This design comes from an exercise in tuning for small area on the open sky130 flow, not from production work.
The RTL was checked by simulation tests, not by an equivalence proof against the original design.
Power and IR drop assume default switching activity.

==> flow/design.v <==
`default_nettype none
package ep_pkg;
    localparam int DATA_W     = 32;     
    localparam int REG_ADDR_W = 5;      
    localparam int NUM_REGS   = 1 << REG_ADDR_W;
    localparam logic [6:0] FMT_TYPE_MRD32 = 7'b00_00000;   
    localparam logic [6:0] FMT_TYPE_MWR32 = 7'b10_00000;   
    localparam logic [6:0] FMT_TYPE_CPLD  = 7'b10_01010;   
    localparam logic [DATA_W-1:0] ID_REG_VALUE = 32'hE9D0_0001;
endpackage
`default_nettype wire
`default_nettype none
module ep_rx_engine (
    input  logic        clk,
    input  logic [31:0] trn_rd_i,
    input  logic        ld_dw0_i,    
    input  logic        ld_dw1_i,    
    input  logic        ld_dw2_i,    
    input  logic        cap_i,       
    input  logic [31:0] cap_en_i,    
    input  logic [31:0] rd_word_i,   
    output logic [31:0] hdr_q_o
);
    logic [31:0] ld_en;
    logic [31:0] ld_d;
    logic [31:0] hold;
    assign ld_en = {{24{ld_dw1_i}}, ld_dw0_i, {5{ld_dw2_i}}, {2{ld_dw0_i}}};
    assign ld_d  = {trn_rd_i[31:8], trn_rd_i[22], trn_rd_i[6:2], trn_rd_i[21:20]};
    assign hold  = ~(ld_en | {32{cap_i}});
    always_ff @(posedge clk)
        hdr_q_o <= (rd_word_i & cap_en_i) | (ld_d & ld_en) | (hdr_q_o & hold);
endmodule
`default_nettype wire
`default_nettype none
module ep_mem_access (
    input  logic        clk,
    input  logic [3:0]  keep_i,      
    input  logic [3:0]  wr_be_i,     
    input  logic [31:0] wr_data_i,   
    output logic [31:0] head_o       
);
    localparam int WORDS = 31;
    logic [32*WORDS-1:0] ring;
    logic [31:0]         tail_d;
    assign head_o = ring[31:0];
    always_comb begin
        for (int b = 0; b < 4; b++)
            tail_d[31-8*b -: 8] = (ring[31-8*b -: 8]      & {8{keep_i[b]}}) |
                                  (wr_data_i[31-8*b -: 8] & {8{wr_be_i[b]}});
    end
    always_ff @(posedge clk)
        ring <= {tail_d, ring[32*WORDS-1:32]};
endmodule
`default_nettype wire
`default_nettype none
import ep_pkg::*;
module ep_tx_engine (
    input  logic [1:0]  beat_i,
    input  logic [31:0] hdr_q_i,     
    input  logic [1:0]  attr_i,
    input  logic [3:0]  be_i,
    input  logic [15:0] cfg_completer_id_i,
    output logic [31:0] trn_td_o
);
    logic [2:0] tc;
    logic [1:0] lo_idx;
    logic [2:0] byte_cnt;
    assign tc = {hdr_q_i[7], hdr_q_i[1:0]};
    always_comb begin
        casez (be_i)
            4'b???1: lo_idx = 2'd0;
            4'b??10: lo_idx = 2'd1;
            4'b?100: lo_idx = 2'd2;
            4'b1000: lo_idx = 2'd3;
            default: lo_idx = 2'd0;
        endcase
        casez (be_i)
            4'b0000: byte_cnt = 3'd1;
            4'b1??1: byte_cnt = 3'd4;
            4'b01?1: byte_cnt = 3'd3;
            4'b1?10: byte_cnt = 3'd3;
            4'b0011: byte_cnt = 3'd2;
            4'b0110: byte_cnt = 3'd2;
            4'b1100: byte_cnt = 3'd2;
            default: byte_cnt = 3'd1;
        endcase
    end
    always_comb begin
        case (beat_i)
            2'd0: trn_td_o = {1'b0, FMT_TYPE_CPLD, 1'b0, tc, 4'b0000,
                              1'b0, 1'b0, attr_i, 2'b00, 10'd1};
            2'd1: trn_td_o = {cfg_completer_id_i, 3'b000, 1'b0, 9'd0, byte_cnt};
            2'd2: trn_td_o = {hdr_q_i[31:8], 1'b0, hdr_q_i[6:2], lo_idx};
            default: trn_td_o = hdr_q_i;
        endcase
    end
endmodule
`default_nettype wire
`default_nettype none
import ep_pkg::*;
module ep_top (
    input  logic        clk,
    input  logic        rst_n,
    input  logic [31:0] trn_rd_i,
    input  logic        trn_rsof_n_i,
    input  logic        trn_reof_n_i,
    input  logic        trn_rsrc_rdy_n_i,
    output logic        trn_rdst_rdy_n_o,
    output logic [31:0] trn_td_o,
    output logic        trn_tsof_n_o,
    output logic        trn_teof_n_o,
    output logic        trn_tsrc_rdy_n_o,
    input  logic        trn_tdst_rdy_n_i,
    input  logic [15:0] cfg_completer_id_i
);
    localparam logic [3:0] S_DW0  = 4'b0000;
    localparam logic [3:0] S_RD1  = 4'b0001;
    localparam logic [3:0] S_RD2  = 4'b0010;
    localparam logic [3:0] S_CLR  = 4'b0011;   
    localparam logic [3:0] S_SKIP = 4'b0100;
    localparam logic [3:0] S_WR1  = 4'b0101;
    localparam logic [3:0] S_WR2  = 4'b0110;
    localparam logic [3:0] S_WR3  = 4'b0111;   
    localparam logic [3:0] S_B0   = 4'b1000;
    localparam logic [3:0] S_B1   = 4'b1001;
    localparam logic [3:0] S_B2   = 4'b1010;
    localparam logic [3:0] S_B3   = 4'b1011;
    localparam logic [3:0] S_RDW  = 4'b1110;   
    localparam logic [4:0] PTR_FIRST = 5'b00001;
    localparam logic [4:0] PTR_LAST  = 5'b10000;   
    localparam logic [31:0] ID_LL = {ID_REG_VALUE[7:0], ID_REG_VALUE[15:8],
                                     ID_REG_VALUE[23:16], ID_REG_VALUE[31:24]};
    logic [3:0]  state;
    logic [4:0]  ptr;         
    logic [31:0] hdr_q;       
    logic [3:0]  be_q;
    logic [1:0]  attr_q;
    logic [4:0]  addr;
    logic        addr_zero;
    logic        hit;
    logic        rx_on;
    logic        beat_ok;
    logic        tx_ok;
    logic [6:0]  fmt_type;
    logic        one_dw;
    logic [31:0] head;
    logic [31:0] rd_word;
    logic [31:0] cap_en;
    logic [3:0]  cap_b0;
    logic [3:0]  cap_b1;
    logic        cap;
    logic        ld_dw0;
    logic        ld_dw1;
    logic        ld_dw2;
    logic [3:0]  wr_be;
    assign addr      = hdr_q[6:2];
    assign addr_zero = (addr == 5'd0);
    assign hit       = (ptr == addr) || addr_zero;
    assign fmt_type  = trn_rd_i[30:24];
    assign one_dw    = (trn_rd_i[9:0] == 10'd1);
    assign rx_on            = !state[3] && (state != S_CLR) && (state != S_WR3 || hit);
    assign trn_rdst_rdy_n_o = !rx_on;
    assign beat_ok          = rx_on && !trn_rsrc_rdy_n_i;
    assign trn_tsrc_rdy_n_o = !(state[3] && !state[2]);
    assign trn_tsof_n_o     = state[1] || state[0];
    assign trn_teof_n_o     = !(state[1] && state[0]);
    assign tx_ok            = !trn_tsrc_rdy_n_o && !trn_tdst_rdy_n_i;
    assign wr_be = (state == S_WR3 && !trn_rsrc_rdy_n_i && ptr == addr) ? be_q : 4'b0000;
    ep_mem_access i_mem (
        .clk       (clk),
        .keep_i    ((state == S_CLR) ? 4'b0000 : ~wr_be),
        .wr_be_i   (wr_be),
        .wr_data_i (trn_rd_i),
        .head_o    (head)
    );
    always_ff @(posedge clk) begin
        if (!rst_n)
            ptr <= PTR_FIRST;
        else
            ptr <= {ptr[3:0], ptr[4] ^ ptr[2]};
    end
    always_ff @(posedge clk) begin
        if (!rst_n) begin
            state <= S_CLR;
        end else begin
            case (state)
                S_CLR: if (ptr == PTR_LAST) state <= S_DW0;
                S_DW0: begin
                    if (beat_ok && !trn_rsof_n_i && trn_reof_n_i) begin
                        if (one_dw && fmt_type == FMT_TYPE_MRD32)
                            state <= S_RD1;
                        else if (one_dw && fmt_type == FMT_TYPE_MWR32)
                            state <= S_WR1;
                        else
                            state <= S_SKIP;
                    end
                end
                S_RD1:  if (beat_ok) state <= trn_reof_n_i ? S_RD2 : S_DW0;
                S_WR1:  if (beat_ok) state <= trn_reof_n_i ? S_WR2 : S_DW0;
                S_RD2:  if (beat_ok) state <= trn_reof_n_i ? S_SKIP : S_B0;
                S_WR2:  if (beat_ok) state <= trn_reof_n_i ? S_WR3 : S_DW0;
                S_WR3:  if (beat_ok) state <= trn_reof_n_i ? S_SKIP : S_DW0;
                S_SKIP: if (beat_ok && !trn_reof_n_i) state <= S_DW0;
                S_B0:   if (tx_ok) state <= S_B1;
                S_B1:   if (tx_ok) state <= S_B2;
                S_B2:   if (tx_ok) state <= S_RDW;
                S_RDW:  if (hit) state <= S_B3;
                S_B3:   if (tx_ok) state <= S_DW0;
                default: state <= S_CLR;
            endcase
        end
    end
    assign cap    = (state == S_RDW) && hit;
    assign cap_b1 = {4{cap}} & be_q;
    assign cap_b0 = cap_b1 & {4{!addr_zero}};
    assign ld_dw0 = (state == S_DW0) || (state == S_SKIP);   
    assign ld_dw1 = (state == S_RD1) || (state == S_WR1);
    assign ld_dw2 = (state == S_RD2) || (state == S_WR2);
    always_comb begin
        for (int i = 0; i < 32; i++) begin
            cap_en[i]  = ID_LL[i] ? cap_b1[3 - i/8] : cap_b0[3 - i/8];
            rd_word[i] = ID_LL[i] ? (head[i] || addr_zero) : head[i];
        end
    end
    ep_rx_engine i_rx (
        .clk       (clk),
        .trn_rd_i  (trn_rd_i),
        .ld_dw0_i  (ld_dw0),
        .ld_dw1_i  (ld_dw1),
        .ld_dw2_i  (ld_dw2),
        .cap_i     (cap),
        .cap_en_i  (cap_en),
        .rd_word_i (rd_word),
        .hdr_q_o   (hdr_q)
    );
    always_ff @(posedge clk) begin
        if (ld_dw0)
            attr_q <= trn_rd_i[13:12];
        if (ld_dw1)
            be_q <= trn_rd_i[3:0];
    end
    ep_tx_engine i_tx (
        .beat_i             (state[1:0]),
        .hdr_q_i            (hdr_q),
        .attr_i             (attr_q),
        .be_i               (be_q),
        .cfg_completer_id_i (cfg_completer_id_i),
        .trn_td_o           (trn_td_o)
    );
endmodule
`default_nettype wire
==> flow/config.mk <==
export PLATFORM = sky130hd
export DESIGN_NAME = ep_top
export DESIGN_NICKNAME = ep_top
export VERILOG_FILES = /design/flow/design.v
export SDC_FILE = /design/flow/constraint.sdc
export NUM_CORES = 4
export LEC_CHECK = 0
export CAP_MARGIN = 20
export CORE_MARGIN = 2
export CORE_UTILIZATION = 40
export PLACE_DENSITY = 0.75
export SLEW_MARGIN = 20
export SYNTH_HIERARCHICAL = 1
export SYNTH_MINIMUM_KEEP_SIZE = 0
==> flow/constraint.sdc <==
create_clock -name core_clock -period 5.0 [get_ports {clk}]
set_input_delay 1.0000 -clock core_clock [delete_from_list [all_inputs] [get_ports {clk}]]
set_output_delay 1.0000 -clock core_clock [all_outputs]
set_load 0.01 [all_outputs]
standard.sh (not shown) runs the stock make flow with config.mk's settings and CLKGATE_MAP_FILE= SYNTH_SCRIPT=/design/flow/synth_recipe.tcl, a recipe that flattens the netlist after the stock synthesis.
==> flow/flow/run.sh <==
#!/bin/bash
# The standard layout (standard.sh: standard synthesis and ORFS steps,
# unchanged) with three knobs passed to make:
#  - every port buffered with the smallest buffer (buf_1);
#  - a clock tree of clkbuf_8 leaf clusters of up to 20 registers within
#    40 um, without dummy loads.
# make's full output (every tool's) goes to flow.log here; ORFS also keeps a
# log per step under orfs/logs/.
set -euo pipefail
CTS="-sink_clustering_enable -repair_clock_nets -buf_list sky130_fd_sc_hd__clkbuf_8"
CTS="$CTS -sink_clustering_size 21 -sink_clustering_max_diameter 40 -dont_use_dummy_load"
bash standard.sh \
  "BUFFER_PORTS_ARGS=-buffer_cell sky130_fd_sc_hd__buf_1" \
  "CTS_ARGS=$CTS" \
  finish > flow.log 2>&1
==> next run, changes <==
--- a/flow/flow/run.sh
+++ b/flow/flow/run.sh
@@ -8,6 +8,6 @@
 # log per step under orfs/logs/.
 set -euo pipefail
-CTS="-sink_clustering_enable -repair_clock_nets -buf_list sky130_fd_sc_hd__clkbuf_8"
-CTS="$CTS -sink_clustering_size 21 -sink_clustering_max_diameter 40 -dont_use_dummy_load"
+CTS="-sink_clustering_enable -repair_clock_nets -buf_list {sky130_fd_sc_hd__clkbuf_8 sky130_fd_sc_hd__clkbuf_16}"
+CTS="$CTS -sink_clustering_size 24 -sink_clustering_max_diameter 40 -dont_use_dummy_load"
 bash standard.sh \
   "BUFFER_PORTS_ARGS=-buffer_cell sky130_fd_sc_hd__buf_1" \
Effect: Maximum frequency stays flat; total power rises by 8.5%; utilization rises by 1.1 points; synthesized area stays the same.
==> next run, changes <==
--- a/flow/flow/run.sh
+++ b/flow/flow/run.sh
@@ -8,5 +8,5 @@
 # log per step under orfs/logs/.
 set -euo pipefail
-CTS="-sink_clustering_enable -repair_clock_nets -buf_list {sky130_fd_sc_hd__clkbuf_8 sky130_fd_sc_hd__clkbuf_16}"
+CTS="-sink_clustering_enable -repair_clock_nets -buf_list \"sky130_fd_sc_hd__clkbuf_8 sky130_fd_sc_hd__clkbuf_16\""
 CTS="$CTS -sink_clustering_size 24 -sink_clustering_max_diameter 40 -dont_use_dummy_load"
 bash standard.sh \
What happened: This time the run never finished: it broke off in clock tree synthesis, error STA-0564; synthesized cell count stays the same; area after synthesis does not change.
==> next run, changes <==
==> flow/flow/run.sh (replaced) <==
#!/bin/bash
# Standard ORFS layout (the standard.sh, standard synthesis unchanged) with
# three knobs: ports buffered with the smallest buffer, and a clock tree of
# small leaf clusters without dummy loads.
set -euo pipefail
CTS="-sink_clustering_enable -repair_clock_nets -buf_list sky130_fd_sc_hd__clkbuf_8"
CTS="$CTS -sink_clustering_size 21 -sink_clustering_max_diameter 35 -dont_use_dummy_load"
bash standard.sh \
  "BUFFER_PORTS_ARGS=-buffer_cell sky130_fd_sc_hd__buf_1" \
  "CTS_ARGS=$CTS" \
  finish > flow.log 2>&1
What happened: This time the run ran to the end with no violations. Synthesized cell count is unchanged. Area after synthesis stays the same.

[port drivers added, routing unchanged]
In the flow no input, the clock included, has a driving cell. The finished layouts below were timed again as built, in two steps.
Step 1 (the two cells are an assumption about what drives the block):
set clk [get_ports {clk}]
set_driving_cell -lib_cell sky130_fd_sc_hd__clkbuf_16 $clk
set_driving_cell -lib_cell sky130_fd_sc_hd__buf_2 [delete_from_list [all_inputs] $clk]
Step 2 moves the port delays by t, midway between the first and last clock arrival at a register: inputs arrive t later, outputs are due t later. That takes back most of the time a late clock gives input paths.
Slacks: ideal ports / drivers / drivers and shift; pairs: ideal ports / drivers.
run | t, ns | setup slack, ns | worst setup path after step 2
the first run | 0.678 | 0.964 / 0.915 / 1.593 | register to output
the second run | 0.620 | 0.969 / 0.918 / 1.538 | register to output
the fourth run | 0.664 | 0.969 / 0.920 / 1.584 | register to output
After both steps setup and hold are still met in every run listed.
